This design comes from an exercise in tuning for small area and a short achievable clock period on the open sky130 flow, not from production work.
At most, simulation tests tie the RTL to the original design; equivalence was not proved.
The RTL of run 2 was laid out without a check of its function.
Power and IR drop assume default switching activity.

## flow/design.v (module list and top-level ports; edited modules follow where they fit)
// module csa_fa: 10 lines
// module csa_ha: 9 lines
// module csa_fx: 12 lines
// module csa_x2: 7 lines
// module csa_hn: 9 lines
// module csa_xn: 7 lines
// module filter_tap_loader: 20 lines
// module horizontal_filter: 994 lines
// module row_result_store: 31 lines
// module vertical_filter: 398 lines
// module conv_top: 53 lines
module conv_top (
	input  logic    clk,
	input  logic    rst_n,
	input  logic    filter_valid,
	input  logic    image_valid,
	input  conv_pkg::sample_t in_data,
	output logic    out_valid,
	output conv_pkg::result_t out_data
);
  // ...
==> flow/run.sh <==
#!/bin/bash
# synth_recipe.tcl (not shown) runs the flow's synth.tcl, then flattens the netlist and writes it again
# the make line also repeats each setting of config.mk as NAME=value (left out here)
make -C /OpenROAD-flow-scripts/flow DESIGN_CONFIG=/design/flow/config.mk WORK_HOME=/design/flow/orfs CLKGATE_MAP_FILE= SYNTH_SCRIPT=/design/flow/synth_recipe.tcl finish
==> flow/config.mk <==
export PLATFORM = sky130hd
export DESIGN_NAME = conv_top
export DESIGN_NICKNAME = conv_top
export VERILOG_FILES = /design/flow/design.v
export SDC_FILE = /design/flow/constraint.sdc
export NUM_CORES = 4
export LEC_CHECK = 0
export ABC_CLOCK_PERIOD_IN_PS = 2150
export CAP_MARGIN = 20
export CORE_MARGIN = 2
export CORE_UTILIZATION = 40
export CTS_BUF_LIST = sky130_fd_sc_hd__clkbuf_16
export CTS_CLUSTER_DIAMETER = 120
export CTS_CLUSTER_SIZE = 30
export PLACE_DENSITY = 0.75
export SETUP_SLACK_MARGIN = 2.35
export SLEW_MARGIN = 20
export SYNTH_HIERARCHICAL = 1
==> flow/constraint.sdc <==
create_clock -name core_clock -period 4.5 [get_ports {clk}]
set_input_delay 0.9000 -clock core_clock [delete_from_list [all_inputs] [get_ports {clk}]]
set_output_delay 0.9000 -clock core_clock [all_outputs]
set_load 0.01 [all_outputs]
==> impl_metrics.ini, run 1 <==
[clock_network]
cts.sinks = 441
cts-resized-gates = 22
clockBufferDepth = 3
h-tree-depth = 1

[critical_path]
cp-end-kind = flip-flop
r2r_end = u_horizontal_filter.rt_s1[41]
cp_max_fo = 5
reg2reg_from = u_filter_tap_loader.sr[26]
crit_type = reg2reg

[routing]
avgRoutedWirePerCell_um = 16.3
vias_per_cell = 4.74
wl_met2_um = 15200

[power_and_ir_drop]
powerClk_mw = 2.05
ir_drop_v = 0.000342
top_power_group = combinational cells
combinationalPower_mw = 7.27

[floorplan]
n_tap_cell = 600
start_util_pct = 40.5
ioPinCount = 25

[grt]
gr-total-overflow = 0
grt_max_degree = 74

[timing]
finalSetupViolations = 0
clock_skew_ns = 0.0227
period_share_pct = 46.6
fmax_mhz = 477
slew_violations = 0

[cells_and_area]
fin_cells = 1893
final_cell_mix = dfxtp_1 (254), nand2_1 (198), fa_1 (190)
diodes = 0
seq_area_mm2 = 0.0106

[outcome]
outcome = no timing/DRC/antenna violations

[synth]
syn_inst = 1246

[placement]
dpl.hpwl_um = 22200
==> module conv_top, before the edit <==
module conv_top (
	input  logic    clk,
	input  logic    rst_n,
	input  logic    filter_valid,
	input  logic    image_valid,
	input  conv_pkg::sample_t in_data,
	output logic    out_valid,
	output conv_pkg::result_t out_data
);
	localparam int COL_LAT = 3;
	localparam int ROW_LAT = 4;
	conv_pkg::sample_t [conv_pkg::TAPS-1:0] row_taps;
	conv_pkg::sample_t [conv_pkg::TAPS-1:0] col_taps;
	logic       res_flag;
	conv_pkg::sample_t [conv_pkg::TAPS-1:0] col_pix;
	conv_pkg::col_sum_t cs;
	logic [COL_LAT+ROW_LAT-1:0] res_pipe;
	filter_tap_loader u_filter_tap_loader (
		.clk          (clk),
		.filter_valid (filter_valid),
		.in_data      (in_data),
		.row_taps     (row_taps),
		.col_taps     (col_taps)
	);
	row_result_store u_row_result_store (
		.clk         (clk),
		.rst_n       (rst_n),
		.image_valid (image_valid),
		.in_data     (in_data),
		.res_flag    (res_flag),
		.col_pix     (col_pix)
	);
	vertical_filter u_vertical_filter (
		.clk       (clk),
		.col_pix   (col_pix),
		.col_taps  (col_taps),
		.cs        (cs)
	);
	horizontal_filter u_horizontal_filter (
		.clk       (clk),
		.cs        (cs),
		.row_taps  (row_taps),
		.out_data  (out_data)
	);
	always_ff @(posedge clk or negedge rst_n) begin
		if (!rst_n) begin
			res_pipe <= '0;
		end else begin
			res_pipe <= {res_pipe[COL_LAT+ROW_LAT-2:0], res_flag};
		end
	end
	assign out_valid = res_pipe[COL_LAT+ROW_LAT-1];
endmodule
==> run 2: changes to the inputs <==
--- a/flow/design.v
+++ b/flow/design.v
@@ -94,16 +94,24 @@
 		for (int k = 0; k < conv_pkg::TAPS - 2; k++) begin
 			win[k] <= win[k+1];
 		end
 		win[conv_pkg::TAPS-2] <= cs;
 	end
 	always_comb begin
 		win[conv_pkg::TAPS-1] = cs;
 	end
+	localparam int WIN_EXTRA = 0;
+	conv_pkg::col_sum_t win_old [WIN_EXTRA > 0 ? WIN_EXTRA : 1];
+	always_ff @(posedge clk) begin
+		win_old[0] <= win[0];
+		for (int e = 1; e < WIN_EXTRA; e++) begin
+			win_old[e] <= win_old[e-1];
+		end
+	end
 	logic rt_n0;
 	logic rt_n1;
 	logic rt_n2;
 	logic rt_n3;
 	logic rt_n4;
 	logic rt_n5;
 	logic rt_n6;
 	logic rt_n7;
@@ -671,96 +679,96 @@
 	logic rt_n569;
 	logic rt_n570;
 	logic rt_n571;
 	logic [14:0] rt_cpa;
 	logic [39:0] rt_s0;
 	logic [66:0] rt_s1;
 	logic [30:0] rt_s2;
 	logic [14:0] rt_sum;
-	assign rt_n0 = ~(win[0][0] & row_taps[0][0]);
-	assign rt_n1 = ~(win[0][0] & row_taps[0][1]);
-	assign rt_n2 = ~(win[0][0] & row_taps[0][2]);
-	assign rt_n3 = ~(win[0][1] & row_taps[0][0]);
-	assign rt_n4 = ~(win[0][1] & row_taps[0][1]);
-	assign rt_n5 = ~(win[0][1] & row_taps[0][2]);
-	assign rt_n6 = ~(win[0][2] & row_taps[0][0]);
-	assign rt_n7 = ~(win[0][2] & row_taps[0][1]);
-	assign rt_n8 = ~(win[0][2] & row_taps[0][2]);
-	assign rt_n9 = ~(win[0][3] & row_taps[0][0]);
-	assign rt_n10 = ~(win[0][3] & row_taps[0][1]);
-	assign rt_n11 = ~(win[0][3] & row_taps[0][2]);
-	assign rt_n12 = ~(win[0][4] & row_taps[0][0]);
-	assign rt_n13 = ~(win[0][4] & row_taps[0][1]);
-	assign rt_n14 = ~(win[0][4] & row_taps[0][2]);
-	assign rt_n15 = ~(win[0][5] & row_taps[0][0]);
-	assign rt_n16 = ~(win[0][5] & row_taps[0][1]);
-	assign rt_n17 = ~(win[0][5] & row_taps[0][2]);
-	assign rt_n18 = ~(win[0][6] & row_taps[0][0]);
-	assign rt_n19 = ~(win[0][6] & row_taps[0][1]);
-	assign rt_n20 = ~(win[0][6] & row_taps[0][2]);
-	assign rt_n21 = ~(win[0][7] & row_taps[0][0]);
-	assign rt_n22 = ~(win[0][7] & row_taps[0][1]);
-	assign rt_n23 = ~(win[0][7] & row_taps[0][2]);
-	assign rt_n24 = ~(win[0][8] & row_taps[0][0]);
-	assign rt_n25 = ~(win[0][8] & row_taps[0][1]);
-	assign rt_n26 = ~(win[0][8] & row_taps[0][2]);
-	assign rt_n27 = ~(win[0][9] & row_taps[0][3]);
-	assign rt_n28 = win[0][0] & row_taps[0][3];
-	assign rt_n29 = win[0][1] & row_taps[0][3];
-	assign rt_n30 = win[0][2] & row_taps[0][3];
-	assign rt_n31 = win[0][3] & row_taps[0][3];
-	assign rt_n32 = win[0][4] & row_taps[0][3];
-	assign rt_n33 = win[0][5] & row_taps[0][3];
-	assign rt_n34 = win[0][6] & row_taps[0][3];
-	assign rt_n35 = win[0][7] & row_taps[0][3];
-	assign rt_n36 = win[0][8] & row_taps[0][3];
-	assign rt_n37 = win[0][9] & row_taps[0][0];
-	assign rt_n38 = win[0][9] & row_taps[0][1];
-	assign rt_n39 = win[0][9] & row_taps[0][2];
-	assign rt_n40 = ~(win[1][0] & row_taps[1][0]);
-	assign rt_n41 = ~(win[1][0] & row_taps[1][1]);
-	assign rt_n42 = ~(win[1][0] & row_taps[1][2]);
-	assign rt_n43 = ~(win[1][1] & row_taps[1][0]);
-	assign rt_n44 = ~(win[1][1] & row_taps[1][1]);
-	assign rt_n45 = ~(win[1][1] & row_taps[1][2]);
-	assign rt_n46 = ~(win[1][2] & row_taps[1][0]);
-	assign rt_n47 = ~(win[1][2] & row_taps[1][1]);
-	assign rt_n48 = ~(win[1][2] & row_taps[1][2]);
-	assign rt_n49 = ~(win[1][3] & row_taps[1][0]);
-	assign rt_n50 = ~(win[1][3] & row_taps[1][1]);
-	assign rt_n51 = ~(win[1][3] & row_taps[1][2]);
-	assign rt_n52 = ~(win[1][4] & row_taps[1][0]);
-	assign rt_n53 = ~(win[1][4] & row_taps[1][1]);
-	assign rt_n54 = ~(win[1][4] & row_taps[1][2]);
-	assign rt_n55 = ~(win[1][5] & row_taps[1][0]);
-	assign rt_n56 = ~(win[1][5] & row_taps[1][1]);
-	assign rt_n57 = ~(win[1][5] & row_taps[1][2]);
-	assign rt_n58 = ~(win[1][6] & row_taps[1][0]);
-	assign rt_n59 = ~(win[1][6] & row_taps[1][1]);
-	assign rt_n60 = ~(win[1][6] & row_taps[1][2]);
-	assign rt_n61 = ~(win[1][7] & row_taps[1][0]);
-	assign rt_n62 = ~(win[1][7] & row_taps[1][1]);
-	assign rt_n63 = ~(win[1][7] & row_taps[1][2]);
-	assign rt_n64 = ~(win[1][8] & row_taps[1][0]);
-	assign rt_n65 = ~(win[1][8] & row_taps[1][1]);
-	assign rt_n66 = ~(win[1][8] & row_taps[1][2]);
-	assign rt_n67 = ~(win[1][9] & row_taps[1][3]);
-	assign rt_n68 = win[1][0] & row_taps[1][3];
-	assign rt_n69 = win[1][1] & row_taps[1][3];
-	assign rt_n70 = win[1][2] & row_taps[1][3];
-	assign rt_n71 = win[1][3] & row_taps[1][3];
-	assign rt_n72 = win[1][4] & row_taps[1][3];
-	assign rt_n73 = win[1][5] & row_taps[1][3];
-	assign rt_n74 = win[1][6] & row_taps[1][3];
-	assign rt_n75 = win[1][7] & row_taps[1][3];
-	assign rt_n76 = win[1][8] & row_taps[1][3];
-	assign rt_n77 = win[1][9] & row_taps[1][0];
-	assign rt_n78 = win[1][9] & row_taps[1][1];
-	assign rt_n79 = win[1][9] & row_taps[1][2];
+	assign rt_n0 = ~(win[1][0] & row_taps[0][0]);
+	assign rt_n1 = ~(win[1][0] & row_taps[0][1]);
+	assign rt_n2 = ~(win[1][0] & row_taps[0][2]);
+	assign rt_n3 = ~(win[1][1] & row_taps[0][0]);
+	assign rt_n4 = ~(win[1][1] & row_taps[0][1]);
+	assign rt_n5 = ~(win[1][1] & row_taps[0][2]);
+	assign rt_n6 = ~(win[1][2] & row_taps[0][0]);
+	assign rt_n7 = ~(win[1][2] & row_taps[0][1]);
+	assign rt_n8 = ~(win[1][2] & row_taps[0][2]);
+	assign rt_n9 = ~(win[1][3] & row_taps[0][0]);
+	assign rt_n10 = ~(win[1][3] & row_taps[0][1]);
+	assign rt_n11 = ~(win[1][3] & row_taps[0][2]);
+	assign rt_n12 = ~(win[1][4] & row_taps[0][0]);
+	assign rt_n13 = ~(win[1][4] & row_taps[0][1]);
+	assign rt_n14 = ~(win[1][4] & row_taps[0][2]);
+	assign rt_n15 = ~(win[1][5] & row_taps[0][0]);
+	assign rt_n16 = ~(win[1][5] & row_taps[0][1]);
+	assign rt_n17 = ~(win[1][5] & row_taps[0][2]);
+	assign rt_n18 = ~(win[1][6] & row_taps[0][0]);
+	assign rt_n19 = ~(win[1][6] & row_taps[0][1]);
+	assign rt_n20 = ~(win[1][6] & row_taps[0][2]);
+	assign rt_n21 = ~(win[1][7] & row_taps[0][0]);
+	assign rt_n22 = ~(win[1][7] & row_taps[0][1]);
+	assign rt_n23 = ~(win[1][7] & row_taps[0][2]);
+	assign rt_n24 = ~(win[1][8] & row_taps[0][0]);
+	assign rt_n25 = ~(win[1][8] & row_taps[0][1]);
+	assign rt_n26 = ~(win[1][8] & row_taps[0][2]);
+	assign rt_n27 = ~(win[1][9] & row_taps[0][3]);
+	assign rt_n28 = win[1][0] & row_taps[0][3];
+	assign rt_n29 = win[1][1] & row_taps[0][3];
+	assign rt_n30 = win[1][2] & row_taps[0][3];
+	assign rt_n31 = win[1][3] & row_taps[0][3];
+	assign rt_n32 = win[1][4] & row_taps[0][3];
+	assign rt_n33 = win[1][5] & row_taps[0][3];
+	assign rt_n34 = win[1][6] & row_taps[0][3];
+	assign rt_n35 = win[1][7] & row_taps[0][3];
+	assign rt_n36 = win[1][8] & row_taps[0][3];
+	assign rt_n37 = win[1][9] & row_taps[0][0];
+	assign rt_n38 = win[1][9] & row_taps[0][1];
+	assign rt_n39 = win[1][9] & row_taps[0][2];
+	assign rt_n40 = ~(win[2][0] & row_taps[1][0]);
+	assign rt_n41 = ~(win[2][0] & row_taps[1][1]);
+	assign rt_n42 = ~(win[2][0] & row_taps[1][2]);
+	assign rt_n43 = ~(win[2][1] & row_taps[1][0]);
+	assign rt_n44 = ~(win[2][1] & row_taps[1][1]);
+	assign rt_n45 = ~(win[2][1] & row_taps[1][2]);
+	assign rt_n46 = ~(win[2][2] & row_taps[1][0]);
+	assign rt_n47 = ~(win[2][2] & row_taps[1][1]);
+	assign rt_n48 = ~(win[2][2] & row_taps[1][2]);
+	assign rt_n49 = ~(win[2][3] & row_taps[1][0]);
+	assign rt_n50 = ~(win[2][3] & row_taps[1][1]);
+	assign rt_n51 = ~(win[2][3] & row_taps[1][2]);
+	assign rt_n52 = ~(win[2][4] & row_taps[1][0]);
+	assign rt_n53 = ~(win[2][4] & row_taps[1][1]);
+	assign rt_n54 = ~(win[2][4] & row_taps[1][2]);
+	assign rt_n55 = ~(win[2][5] & row_taps[1][0]);
+	assign rt_n56 = ~(win[2][5] & row_taps[1][1]);
+	assign rt_n57 = ~(win[2][5] & row_taps[1][2]);
+	assign rt_n58 = ~(win[2][6] & row_taps[1][0]);
+	assign rt_n59 = ~(win[2][6] & row_taps[1][1]);
+	assign rt_n60 = ~(win[2][6] & row_taps[1][2]);
+	assign rt_n61 = ~(win[2][7] & row_taps[1][0]);
+	assign rt_n62 = ~(win[2][7] & row_taps[1][1]);
+	assign rt_n63 = ~(win[2][7] & row_taps[1][2]);
+	assign rt_n64 = ~(win[2][8] & row_taps[1][0]);
+	assign rt_n65 = ~(win[2][8] & row_taps[1][1]);
+	assign rt_n66 = ~(win[2][8] & row_taps[1][2]);
+	assign rt_n67 = ~(win[2][9] & row_taps[1][3]);
+	assign rt_n68 = win[2][0] & row_taps[1][3];
+	assign rt_n69 = win[2][1] & row_taps[1][3];
+	assign rt_n70 = win[2][2] & row_taps[1][3];
+	assign rt_n71 = win[2][3] & row_taps[1][3];
+	assign rt_n72 = win[2][4] & row_taps[1][3];
+	assign rt_n73 = win[2][5] & row_taps[1][3];
+	assign rt_n74 = win[2][6] & row_taps[1][3];
+	assign rt_n75 = win[2][7] & row_taps[1][3];
+	assign rt_n76 = win[2][8] & row_taps[1][3];
+	assign rt_n77 = win[2][9] & row_taps[1][0];
+	assign rt_n78 = win[2][9] & row_taps[1][1];
+	assign rt_n79 = win[2][9] & row_taps[1][2];
 	csa_fa u_rt_0 (.a(rt_n1), .b(rt_n3), .c(rt_n41), .s(rt_n80), .co(rt_n81));
 	csa_fa u_rt_1 (.a(rt_n2), .b(rt_n4), .c(rt_n6), .s(rt_n82), .co(rt_n83));
 	csa_fa u_rt_2 (.a(rt_n42), .b(rt_n44), .c(rt_n46), .s(rt_n84), .co(rt_n85));
 	csa_hn u_rt_3 (.a(rt_n81), .b(rt_n82), .s(rt_n86), .co(rt_n87));
 	csa_ha u_rt_4 (.a(rt_n5), .b(rt_n7), .s(rt_n88), .co(rt_n89));
 	csa_fa u_rt_5 (.a(rt_n9), .b(rt_n45), .c(rt_n47), .s(rt_n90), .co(rt_n91));
 	csa_fa u_rt_6 (.a(rt_n49), .b(rt_n28), .c(rt_n68), .s(rt_n92), .co(rt_n93));
 	csa_fa u_rt_7 (.a(rt_n88), .b(rt_n83), .c(rt_n85), .s(rt_n94), .co(rt_n95));
@@ -798,136 +806,136 @@
 	csa_fa u_rt_39 (.a(rt_n38), .b(rt_n75), .c(rt_n78), .s(rt_n158), .co(rt_n159));
 	csa_fa u_rt_40 (.a(rt_n145), .b(rt_n147), .c(rt_n149), .s(rt_n160), .co(rt_n161));
 	csa_fx u_rt_41 (.a(rt_n156), .b(rt_n158), .c(rt_n151), .s(rt_n162), .co(rt_n163));
 	csa_ha u_rt_42 (.a(rt_n36), .b(rt_n39), .s(rt_n164), .co(rt_n165));
 	csa_fa u_rt_43 (.a(rt_n76), .b(rt_n79), .c(rt_n164), .s(rt_n166), .co(rt_n167));
 	csa_fx u_rt_44 (.a(rt_n157), .b(rt_n159), .c(rt_n161), .s(rt_n168), .co(rt_n169));
 	csa_fa u_rt_45 (.a(rt_n27), .b(rt_n67), .c(rt_n165), .s(rt_n170), .co(rt_n171));
 	csa_hn u_rt_46 (.a(rt_n167), .b(rt_n170), .s(rt_n172), .co(rt_n173));
-	assign rt_n174 = ~(win[1][0] & row_taps[2][0]);
-	assign rt_n175 = ~(win[1][0] & row_taps[2][1]);
-	assign rt_n176 = ~(win[1][0] & row_taps[2][2]);
-	assign rt_n177 = ~(win[1][1] & row_taps[2][0]);
-	assign rt_n178 = ~(win[1][1] & row_taps[2][1]);
-	assign rt_n179 = ~(win[1][1] & row_taps[2][2]);
-	assign rt_n180 = ~(win[1][2] & row_taps[2][0]);
-	assign rt_n181 = ~(win[1][2] & row_taps[2][1]);
-	assign rt_n182 = ~(win[1][2] & row_taps[2][2]);
-	assign rt_n183 = ~(win[1][3] & row_taps[2][0]);
-	assign rt_n184 = ~(win[1][3] & row_taps[2][1]);
-	assign rt_n185 = ~(win[1][3] & row_taps[2][2]);
-	assign rt_n186 = ~(win[1][4] & row_taps[2][0]);
-	assign rt_n187 = ~(win[1][4] & row_taps[2][1]);
-	assign rt_n188 = ~(win[1][4] & row_taps[2][2]);
-	assign rt_n189 = ~(win[1][5] & row_taps[2][0]);
-	assign rt_n190 = ~(win[1][5] & row_taps[2][1]);
-	assign rt_n191 = ~(win[1][5] & row_taps[2][2]);
-	assign rt_n192 = ~(win[1][6] & row_taps[2][0]);
-	assign rt_n193 = ~(win[1][6] & row_taps[2][1]);
-	assign rt_n194 = ~(win[1][6] & row_taps[2][2]);
-	assign rt_n195 = ~(win[1][7] & row_taps[2][0]);
-	assign rt_n196 = ~(win[1][7] & row_taps[2][1]);
-	assign rt_n197 = ~(win[1][7] & row_taps[2][2]);
-	assign rt_n198 = ~(win[1][8] & row_taps[2][0]);
-	assign rt_n199 = ~(win[1][8] & row_taps[2][1]);
-	assign rt_n200 = ~(win[1][8] & row_taps[2][2]);
-	assign rt_n201 = ~(win[1][9] & row_taps[2][3]);
-	assign rt_n202 = win[1][0] & row_taps[2][3];
-	assign rt_n203 = win[1][1] & row_taps[2][3];
-	assign rt_n204 = win[1][2] & row_taps[2][3];
-	assign rt_n205 = win[1][3] & row_taps[2][3];
-	assign rt_n206 = win[1][4] & row_taps[2][3];
-	assign rt_n207 = win[1][5] & row_taps[2][3];
-	assign rt_n208 = win[1][6] & row_taps[2][3];
-	assign rt_n209 = win[1][7] & row_taps[2][3];
-	assign rt_n210 = win[1][8] & row_taps[2][3];
-	assign rt_n211 = win[1][9] & row_taps[2][0];
-	assign rt_n212 = win[1][9] & row_taps[2][1];
-	assign rt_n213 = win[1][9] & row_taps[2][2];
-	assign rt_n214 = ~(win[2][0] & row_taps[3][0]);
-	assign rt_n215 = ~(win[2][0] & row_taps[3][1]);
-	assign rt_n216 = ~(win[2][0] & row_taps[3][2]);
-	assign rt_n217 = ~(win[2][1] & row_taps[3][0]);
-	assign rt_n218 = ~(win[2][1] & row_taps[3][1]);
-	assign rt_n219 = ~(win[2][1] & row_taps[3][2]);
-	assign rt_n220 = ~(win[2][2] & row_taps[3][0]);
-	assign rt_n221 = ~(win[2][2] & row_taps[3][1]);
-	assign rt_n222 = ~(win[2][2] & row_taps[3][2]);
-	assign rt_n223 = ~(win[2][3] & row_taps[3][0]);
-	assign rt_n224 = ~(win[2][3] & row_taps[3][1]);
-	assign rt_n225 = ~(win[2][3] & row_taps[3][2]);
-	assign rt_n226 = ~(win[2][4] & row_taps[3][0]);
-	assign rt_n227 = ~(win[2][4] & row_taps[3][1]);
-	assign rt_n228 = ~(win[2][4] & row_taps[3][2]);
-	assign rt_n229 = ~(win[2][5] & row_taps[3][0]);
-	assign rt_n230 = ~(win[2][5] & row_taps[3][1]);
-	assign rt_n231 = ~(win[2][5] & row_taps[3][2]);
-	assign rt_n232 = ~(win[2][6] & row_taps[3][0]);
-	assign rt_n233 = ~(win[2][6] & row_taps[3][1]);
-	assign rt_n234 = ~(win[2][6] & row_taps[3][2]);
-	assign rt_n235 = ~(win[2][7] & row_taps[3][0]);
-	assign rt_n236 = ~(win[2][7] & row_taps[3][1]);
-	assign rt_n237 = ~(win[2][7] & row_taps[3][2]);
-	assign rt_n238 = ~(win[2][8] & row_taps[3][0]);
-	assign rt_n239 = ~(win[2][8] & row_taps[3][1]);
-	assign rt_n240 = ~(win[2][8] & row_taps[3][2]);
-	assign rt_n241 = ~(win[2][9] & row_taps[3][3]);
-	assign rt_n242 = win[2][0] & row_taps[3][3];
-	assign rt_n243 = win[2][1] & row_taps[3][3];
-	assign rt_n244 = win[2][2] & row_taps[3][3];
-	assign rt_n245 = win[2][3] & row_taps[3][3];
-	assign rt_n246 = win[2][4] & row_taps[3][3];
-	assign rt_n247 = win[2][5] & row_taps[3][3];
-	assign rt_n248 = win[2][6] & row_taps[3][3];
-	assign rt_n249 = win[2][7] & row_taps[3][3];
-	assign rt_n250 = win[2][8] & row_taps[3][3];
-	assign rt_n251 = win[2][9] & row_taps[3][0];
-	assign rt_n252 = win[2][9] & row_taps[3][1];
-	assign rt_n253 = win[2][9] & row_taps[3][2];
-	assign rt_n254 = ~(win[3][0] & row_taps[4][0]);
-	assign rt_n255 = ~(win[3][0] & row_taps[4][1]);
-	assign rt_n256 = ~(win[3][0] & row_taps[4][2]);
-	assign rt_n257 = ~(win[3][1] & row_taps[4][0]);
-	assign rt_n258 = ~(win[3][1] & row_taps[4][1]);
-	assign rt_n259 = ~(win[3][1] & row_taps[4][2]);
-	assign rt_n260 = ~(win[3][2] & row_taps[4][0]);
-	assign rt_n261 = ~(win[3][2] & row_taps[4][1]);
-	assign rt_n262 = ~(win[3][2] & row_taps[4][2]);
-	assign rt_n263 = ~(win[3][3] & row_taps[4][0]);
-	assign rt_n264 = ~(win[3][3] & row_taps[4][1]);
-	assign rt_n265 = ~(win[3][3] & row_taps[4][2]);
-	assign rt_n266 = ~(win[3][4] & row_taps[4][0]);
-	assign rt_n267 = ~(win[3][4] & row_taps[4][1]);
-	assign rt_n268 = ~(win[3][4] & row_taps[4][2]);
-	assign rt_n269 = ~(win[3][5] & row_taps[4][0]);
-	assign rt_n270 = ~(win[3][5] & row_taps[4][1]);
-	assign rt_n271 = ~(win[3][5] & row_taps[4][2]);
-	assign rt_n272 = ~(win[3][6] & row_taps[4][0]);
-	assign rt_n273 = ~(win[3][6] & row_taps[4][1]);
-	assign rt_n274 = ~(win[3][6] & row_taps[4][2]);
-	assign rt_n275 = ~(win[3][7] & row_taps[4][0]);
-	assign rt_n276 = ~(win[3][7] & row_taps[4][1]);
-	assign rt_n277 = ~(win[3][7] & row_taps[4][2]);
-	assign rt_n278 = ~(win[3][8] & row_taps[4][0]);
-	assign rt_n279 = ~(win[3][8] & row_taps[4][1]);
-	assign rt_n280 = ~(win[3][8] & row_taps[4][2]);
-	assign rt_n281 = ~(win[3][9] & row_taps[4][3]);
-	assign rt_n282 = win[3][0] & row_taps[4][3];
-	assign rt_n283 = win[3][1] & row_taps[4][3];
-	assign rt_n284 = win[3][2] & row_taps[4][3];
-	assign rt_n285 = win[3][3] & row_taps[4][3];
-	assign rt_n286 = win[3][4] & row_taps[4][3];
-	assign rt_n287 = win[3][5] & row_taps[4][3];
-	assign rt_n288 = win[3][6] & row_taps[4][3];
-	assign rt_n289 = win[3][7] & row_taps[4][3];
-	assign rt_n290 = win[3][8] & row_taps[4][3];
-	assign rt_n291 = win[3][9] & row_taps[4][0];
-	assign rt_n292 = win[3][9] & row_taps[4][1];
-	assign rt_n293 = win[3][9] & row_taps[4][2];
+	assign rt_n174 = ~(win[2][0] & row_taps[2][0]);
+	assign rt_n175 = ~(win[2][0] & row_taps[2][1]);
+	assign rt_n176 = ~(win[2][0] & row_taps[2][2]);
+	assign rt_n177 = ~(win[2][1] & row_taps[2][0]);
+	assign rt_n178 = ~(win[2][1] & row_taps[2][1]);
+	assign rt_n179 = ~(win[2][1] & row_taps[2][2]);
+	assign rt_n180 = ~(win[2][2] & row_taps[2][0]);
+	assign rt_n181 = ~(win[2][2] & row_taps[2][1]);
+	assign rt_n182 = ~(win[2][2] & row_taps[2][2]);
+	assign rt_n183 = ~(win[2][3] & row_taps[2][0]);
+	assign rt_n184 = ~(win[2][3] & row_taps[2][1]);
+	assign rt_n185 = ~(win[2][3] & row_taps[2][2]);
+	assign rt_n186 = ~(win[2][4] & row_taps[2][0]);
+	assign rt_n187 = ~(win[2][4] & row_taps[2][1]);
+	assign rt_n188 = ~(win[2][4] & row_taps[2][2]);
+	assign rt_n189 = ~(win[2][5] & row_taps[2][0]);
+	assign rt_n190 = ~(win[2][5] & row_taps[2][1]);
+	assign rt_n191 = ~(win[2][5] & row_taps[2][2]);
+	assign rt_n192 = ~(win[2][6] & row_taps[2][0]);
+	assign rt_n193 = ~(win[2][6] & row_taps[2][1]);
+	assign rt_n194 = ~(win[2][6] & row_taps[2][2]);
+	assign rt_n195 = ~(win[2][7] & row_taps[2][0]);
+	assign rt_n196 = ~(win[2][7] & row_taps[2][1]);
+	assign rt_n197 = ~(win[2][7] & row_taps[2][2]);
+	assign rt_n198 = ~(win[2][8] & row_taps[2][0]);
+	assign rt_n199 = ~(win[2][8] & row_taps[2][1]);
+	assign rt_n200 = ~(win[2][8] & row_taps[2][2]);
+	assign rt_n201 = ~(win[2][9] & row_taps[2][3]);
+	assign rt_n202 = win[2][0] & row_taps[2][3];
+	assign rt_n203 = win[2][1] & row_taps[2][3];
+	assign rt_n204 = win[2][2] & row_taps[2][3];
+	assign rt_n205 = win[2][3] & row_taps[2][3];
+	assign rt_n206 = win[2][4] & row_taps[2][3];
+	assign rt_n207 = win[2][5] & row_taps[2][3];
+	assign rt_n208 = win[2][6] & row_taps[2][3];
+	assign rt_n209 = win[2][7] & row_taps[2][3];
+	assign rt_n210 = win[2][8] & row_taps[2][3];
+	assign rt_n211 = win[2][9] & row_taps[2][0];
+	assign rt_n212 = win[2][9] & row_taps[2][1];
+	assign rt_n213 = win[2][9] & row_taps[2][2];
+	assign rt_n214 = ~(win[3][0] & row_taps[3][0]);
+	assign rt_n215 = ~(win[3][0] & row_taps[3][1]);
+	assign rt_n216 = ~(win[3][0] & row_taps[3][2]);
+	assign rt_n217 = ~(win[3][1] & row_taps[3][0]);
+	assign rt_n218 = ~(win[3][1] & row_taps[3][1]);
+	assign rt_n219 = ~(win[3][1] & row_taps[3][2]);
+	assign rt_n220 = ~(win[3][2] & row_taps[3][0]);
+	assign rt_n221 = ~(win[3][2] & row_taps[3][1]);
+	assign rt_n222 = ~(win[3][2] & row_taps[3][2]);
+	assign rt_n223 = ~(win[3][3] & row_taps[3][0]);
+	assign rt_n224 = ~(win[3][3] & row_taps[3][1]);
+	assign rt_n225 = ~(win[3][3] & row_taps[3][2]);
+	assign rt_n226 = ~(win[3][4] & row_taps[3][0]);
+	assign rt_n227 = ~(win[3][4] & row_taps[3][1]);
+	assign rt_n228 = ~(win[3][4] & row_taps[3][2]);
+	assign rt_n229 = ~(win[3][5] & row_taps[3][0]);
+	assign rt_n230 = ~(win[3][5] & row_taps[3][1]);
+	assign rt_n231 = ~(win[3][5] & row_taps[3][2]);
+	assign rt_n232 = ~(win[3][6] & row_taps[3][0]);
+	assign rt_n233 = ~(win[3][6] & row_taps[3][1]);
+	assign rt_n234 = ~(win[3][6] & row_taps[3][2]);
+	assign rt_n235 = ~(win[3][7] & row_taps[3][0]);
+	assign rt_n236 = ~(win[3][7] & row_taps[3][1]);
+	assign rt_n237 = ~(win[3][7] & row_taps[3][2]);
+	assign rt_n238 = ~(win[3][8] & row_taps[3][0]);
+	assign rt_n239 = ~(win[3][8] & row_taps[3][1]);
+	assign rt_n240 = ~(win[3][8] & row_taps[3][2]);
+	assign rt_n241 = ~(win[3][9] & row_taps[3][3]);
+	assign rt_n242 = win[3][0] & row_taps[3][3];
+	assign rt_n243 = win[3][1] & row_taps[3][3];
+	assign rt_n244 = win[3][2] & row_taps[3][3];
+	assign rt_n245 = win[3][3] & row_taps[3][3];
+	assign rt_n246 = win[3][4] & row_taps[3][3];
+	assign rt_n247 = win[3][5] & row_taps[3][3];
+	assign rt_n248 = win[3][6] & row_taps[3][3];
+	assign rt_n249 = win[3][7] & row_taps[3][3];
+	assign rt_n250 = win[3][8] & row_taps[3][3];
+	assign rt_n251 = win[3][9] & row_taps[3][0];
+	assign rt_n252 = win[3][9] & row_taps[3][1];
+	assign rt_n253 = win[3][9] & row_taps[3][2];
+	assign rt_n254 = ~(win[4][0] & row_taps[4][0]);
+	assign rt_n255 = ~(win[4][0] & row_taps[4][1]);
+	assign rt_n256 = ~(win[4][0] & row_taps[4][2]);
+	assign rt_n257 = ~(win[4][1] & row_taps[4][0]);
+	assign rt_n258 = ~(win[4][1] & row_taps[4][1]);
+	assign rt_n259 = ~(win[4][1] & row_taps[4][2]);
+	assign rt_n260 = ~(win[4][2] & row_taps[4][0]);
+	assign rt_n261 = ~(win[4][2] & row_taps[4][1]);
+	assign rt_n262 = ~(win[4][2] & row_taps[4][2]);
+	assign rt_n263 = ~(win[4][3] & row_taps[4][0]);
+	assign rt_n264 = ~(win[4][3] & row_taps[4][1]);
+	assign rt_n265 = ~(win[4][3] & row_taps[4][2]);
+	assign rt_n266 = ~(win[4][4] & row_taps[4][0]);
+	assign rt_n267 = ~(win[4][4] & row_taps[4][1]);
+	assign rt_n268 = ~(win[4][4] & row_taps[4][2]);
+	assign rt_n269 = ~(win[4][5] & row_taps[4][0]);
+	assign rt_n270 = ~(win[4][5] & row_taps[4][1]);
+	assign rt_n271 = ~(win[4][5] & row_taps[4][2]);
+	assign rt_n272 = ~(win[4][6] & row_taps[4][0]);
+	assign rt_n273 = ~(win[4][6] & row_taps[4][1]);
+	assign rt_n274 = ~(win[4][6] & row_taps[4][2]);
+	assign rt_n275 = ~(win[4][7] & row_taps[4][0]);
+	assign rt_n276 = ~(win[4][7] & row_taps[4][1]);
+	assign rt_n277 = ~(win[4][7] & row_taps[4][2]);
+	assign rt_n278 = ~(win[4][8] & row_taps[4][0]);
+	assign rt_n279 = ~(win[4][8] & row_taps[4][1]);
+	assign rt_n280 = ~(win[4][8] & row_taps[4][2]);
+	assign rt_n281 = ~(win[4][9] & row_taps[4][3]);
+	assign rt_n282 = win[4][0] & row_taps[4][3];
+	assign rt_n283 = win[4][1] & row_taps[4][3];
+	assign rt_n284 = win[4][2] & row_taps[4][3];
+	assign rt_n285 = win[4][3] & row_taps[4][3];
+	assign rt_n286 = win[4][4] & row_taps[4][3];
+	assign rt_n287 = win[4][5] & row_taps[4][3];
+	assign rt_n288 = win[4][6] & row_taps[4][3];
+	assign rt_n289 = win[4][7] & row_taps[4][3];
+	assign rt_n290 = win[4][8] & row_taps[4][3];
+	assign rt_n291 = win[4][9] & row_taps[4][0];
+	assign rt_n292 = win[4][9] & row_taps[4][1];
+	assign rt_n293 = win[4][9] & row_taps[4][2];
 	csa_fa u_rt_47 (.a(rt_s0[0]), .b(rt_s0[1]), .c(rt_n174), .s(rt_n294), .co(rt_n295));
 	csa_hn u_rt_48 (.a(rt_n214), .b(rt_n254), .s(rt_n296), .co(rt_n297));
 	csa_fa u_rt_49 (.a(rt_s0[2]), .b(rt_s0[3]), .c(rt_n175), .s(rt_n298), .co(rt_n299));
 	csa_fa u_rt_50 (.a(rt_n177), .b(rt_n215), .c(rt_n217), .s(rt_n300), .co(rt_n301));
 	csa_fa u_rt_51 (.a(rt_n255), .b(rt_n257), .c(rt_n297), .s(rt_n302), .co(rt_n303));
 	csa_fa u_rt_52 (.a(rt_n295), .b(rt_n298), .c(rt_n300), .s(rt_n304), .co(rt_n305));
 	csa_fa u_rt_53 (.a(rt_s0[4]), .b(rt_s0[5]), .c(rt_n176), .s(rt_n306), .co(rt_n307));
 	csa_fa u_rt_54 (.a(rt_n178), .b(rt_n180), .c(rt_n216), .s(rt_n308), .co(rt_n309));
@@ -1514,17 +1522,17 @@
 	input  logic    rst_n,
 	input  logic    filter_valid,
 	input  logic    image_valid,
 	input  conv_pkg::sample_t in_data,
 	output logic    out_valid,
 	output conv_pkg::result_t out_data
 );
 	localparam int COL_LAT = 3;
-	localparam int ROW_LAT = 4;
+	localparam int ROW_LAT = 3;
 	conv_pkg::sample_t [conv_pkg::TAPS-1:0] row_taps;
 	conv_pkg::sample_t [conv_pkg::TAPS-1:0] col_taps;
 	logic       res_flag;
 	conv_pkg::sample_t [conv_pkg::TAPS-1:0] col_pix;
 	conv_pkg::col_sum_t cs;
 	logic [COL_LAT+ROW_LAT-1:0] res_pipe;
 	filter_tap_loader u_filter_tap_loader (
 		.clk          (clk),
==> flow/config.mk (replaced) <==
export PLATFORM = sky130hd
export DESIGN_NAME = conv_top
export DESIGN_NICKNAME = conv_top
export VERILOG_FILES = /design/flow/design.v
export SDC_FILE = /design/flow/constraint.sdc
export NUM_CORES = 4
export LEC_CHECK = 0
export ABC_CLOCK_PERIOD_IN_PS = 2050
export CAP_MARGIN = 20
export CORE_MARGIN = 2
export CORE_UTILIZATION = 40
export CTS_BUF_LIST = sky130_fd_sc_hd__clkbuf_16
export CTS_CLUSTER_DIAMETER = 150
export CTS_CLUSTER_SIZE = 25
export SETUP_SLACK_MARGIN = 2.45
export SLEW_MARGIN = 20
export SYNTH_HIERARCHICAL = 1
==> impl_metrics.ini, run 2 <==
[routing]
wirelength_um = 32500
drtIter0Drc = 454
firstDrtPassIters = 4
num_vias = 8937
drc = 0
avgRoutedWirePerCell_um = 17.0
ant_nets = 0
vias_per_cell = 4.67

[timing]
worst_slew_pin_slew_ns = 1.02
hold_viol_final = 0
slew_violations = 0
clock_skew_ns = 0.0198
period_minus_slack_ns = 2.07
period_share_pct = 46.1
tns_ns = 0
finalSetupViolations = 0
worst_slack_ns = 2.43
hold_ws_ns = 0.330
grt_setup_unrepaired = yes
fmax_mhz = 482
slew_headroom_pct = 31.9

[grt]
gr-total-overflow = 0
grt_pass1_wl_um = 52600
track_usage_pct = 14.3
grt_pass1_vias = 9672
grt_max_degree = 86
antenna_found_initial = 0

[critical_path]
slowest_delay_ns = 0.57
cp_max_fo = 3
ff2ff_path_depth = 7
cp-start-kind = flip-flop
crit_path_cell_trace = or2_1, ha_1, inv_1, or4_1, o221ai_2, a21oi_2, xnor2_1
crit_path_end = u_horizontal_filter.out_data[14]
crit_arrival_ns = 2.52
crit_slowest_cell = or4_1
crit_type = reg2reg
worst_ep_required_time_ns = 4.94
r2r_end = u_horizontal_filter.out_data[14]
startpoint = u_horizontal_filter.rt_s2[23]
reg2reg_from = u_horizontal_filter.rt_s2[23]
cp-end-kind = flip-flop
rrSetupSlack_ns = 2.43

[cells_and_area]
nets = 1545
drive_gt1_share_pct = 13.9
utilization_pct = 44.8
final_common_cell = dfxtp_1
regMostFlops = u_row_result_store.dl
diodes = 0
largestRegisters = u_row_result_store.dl (128), u_horizontal_filter.rt_s1 (67)
largest_reg_flops = 128
final_cell_mix = dfxtp_1 (241), nand2_1 (191), fa_1 (168), edfxtp_1 (168), and2_1 (88)
fin_cells = 1912
areaGrowthSynthToFinish_pct = 11.3
final_cell_area_mm2 = 0.0203

[power_and_ir_drop]
pwr-share-seq_pct = 40.4
p_leak_nw = 7.67
comb_power_share_pct = 46.4
swShare_pct = 36.9
p_switching_mw = 5.84
p_int_mw = 9.97
p_total_mw = 15.8
powerDensity_mw_per_mm2 = 780
ir_drop_v = 0.000380
clockPowerShare_pct = 13.2

[floorplan]
start_util_pct = 40.3
core_area_mm2 = 0.0452
die_h_um = 217
ioPinCount = 25
die-area_mm2 = 0.0473
std_cell_rows = 78
die_w_um = 217

[clock_network]
clockBufferDepth = 3
cts.clk_slew.worst_paths_ns = 0.10
cts-root-buf = clkbuf_16
cts_inserted_buffers = 21
h-tree-depth = 1
clk_latency_ns = 0.56
cts.sinks = 430
cts_tree = done

[placement]
place_area_mm2 = 0.0190
dpl.hpwl_um = 22900
gp_congestion = 0.875
pre_cts_slack_ns = 1.64
port_buffers = 24
dp_cells = 1819

[min_path]
hold_path.class = reg2reg

[synth]
synthesis.nets = 1481
syn_inst = 1235
syn-cell-area_mm2 = 0.0182
synth.avg_cell_area_um2 = 14.7
ys_warn_count = 13

[outcome]
outcome = no timing/DRC/antenna violations

[job]
max_cap_violations = 0
-- run 2: worst max-delay path: cells and delay by family (launching register included) --
kind | cells | cell delay, ns
XOR/XNOR | 1 | 0.12
AO/OA/AOI/OAI | 2 | 0.32
buffers and inverters | 1 | 0.09
flip-flops | 1 | 0.33
AND/OR/NAND/NOR | 2 | 0.80
adder cells (fa/ha/maj) | 1 | 0.31
-- run 2: area by class of cell --
type	instances	area, um^2
fillers	4021	24900
flip-flops and latches	430	10400
multi-input cells	750	7810
well taps	600	751
repair buffers	82	679
clock buffers	21	526
clock inverters	15	87.6
inverters	14	52.6
-- run 2: how the worst min path moves through the flow --
stage,from,endpoint,slack (ns),depth (start not counted)
finish,u_horizontal_filter.rt_s1[0],u_horizontal_filter.rt_s2[0],0.33,0
global route,u_horizontal_filter.rt_s1[0],u_horizontal_filter.rt_s2[0],0.34,0
CTS,u_horizontal_filter.rt_s1[0],u_horizontal_filter.rt_s2[0],0.34,0
detailed placement,u_horizontal_filter.rt_s1[0],u_horizontal_filter.rt_s2[0],0.31,0
global placement,u_vertical_filter.ct_s0[0],u_vertical_filter.ct_s1[0],0.31,0
floorplan,u_horizontal_filter.rt_s1[0],u_horizontal_filter.rt_s2[0],0.31,0
-- run 2: power groups by stage --
stage | Sequential (mW) | Combinational (mW) | Clock, mW
6_report | 6.38 | 7.33 | 2.09
5_1_grt | 6.53 | 8.36 | 2.32
4_1_cts | 6.39 | 7.29 | 2.18
3_5_place_dp | 6.49 | 7.15 | 0
3_3_place_gp | 6.46 | 6.99 | 0
2_1_floorplan | 6.16 | 5.45 | 0
-- run 2: what timing repair did --
item                                    4_1_cts  5_1_grt
resized for setup                            65       53
hold buffers                                  0        0
endpoints found under the setup margin       56       54
setup buffers                                38       19
pin swaps                                     6       18
-- run 2: routing by layer --
layer / vias up / wire length [um] / track usage (%)
li1: 4153 / - / -
met1: 4570 / 14700 / 19.3
met2: 164 / 15600 / 23.6
met3: 50 / 1510 / 2.57
met4: 0 / 673 / 4.00
met5: - / 0 / 0

[separate check: timing with driven ports]
In the flow no input, the clock included, has a driving cell. The finished layouts below were timed again as built, in two steps. Step 1 sets driving cells, clkbuf_16 on the clock port and buf_2 on the other inputs (assumed; they add their load-dependent delay and slew). Step 2, shift: input delay + t, output delay - t, t = (earliest + latest rising clock arrival at the registers) / 2. This alone moves slack from input paths to output paths. Slacks: ideal / step 1 / step 2; pairs: ideal / step 1.
| run | t (ns) | setup WS [ns] | hold WS [ns] |
|---|---|---|---|
| run 1 | 0.587 | 2.405 / 2.373 / 1.863 | 0.334 / 0.334 / 0.334 |
| run 2 | 0.598 | 2.427 / 2.427 / 1.922 | 0.330 / 0.330 / 0.330 |
After both steps setup and hold are still met in every run listed. The setup slack of run 1, which loses most, moves by -0.032 ns with the drivers and by -0.542 ns with both steps.
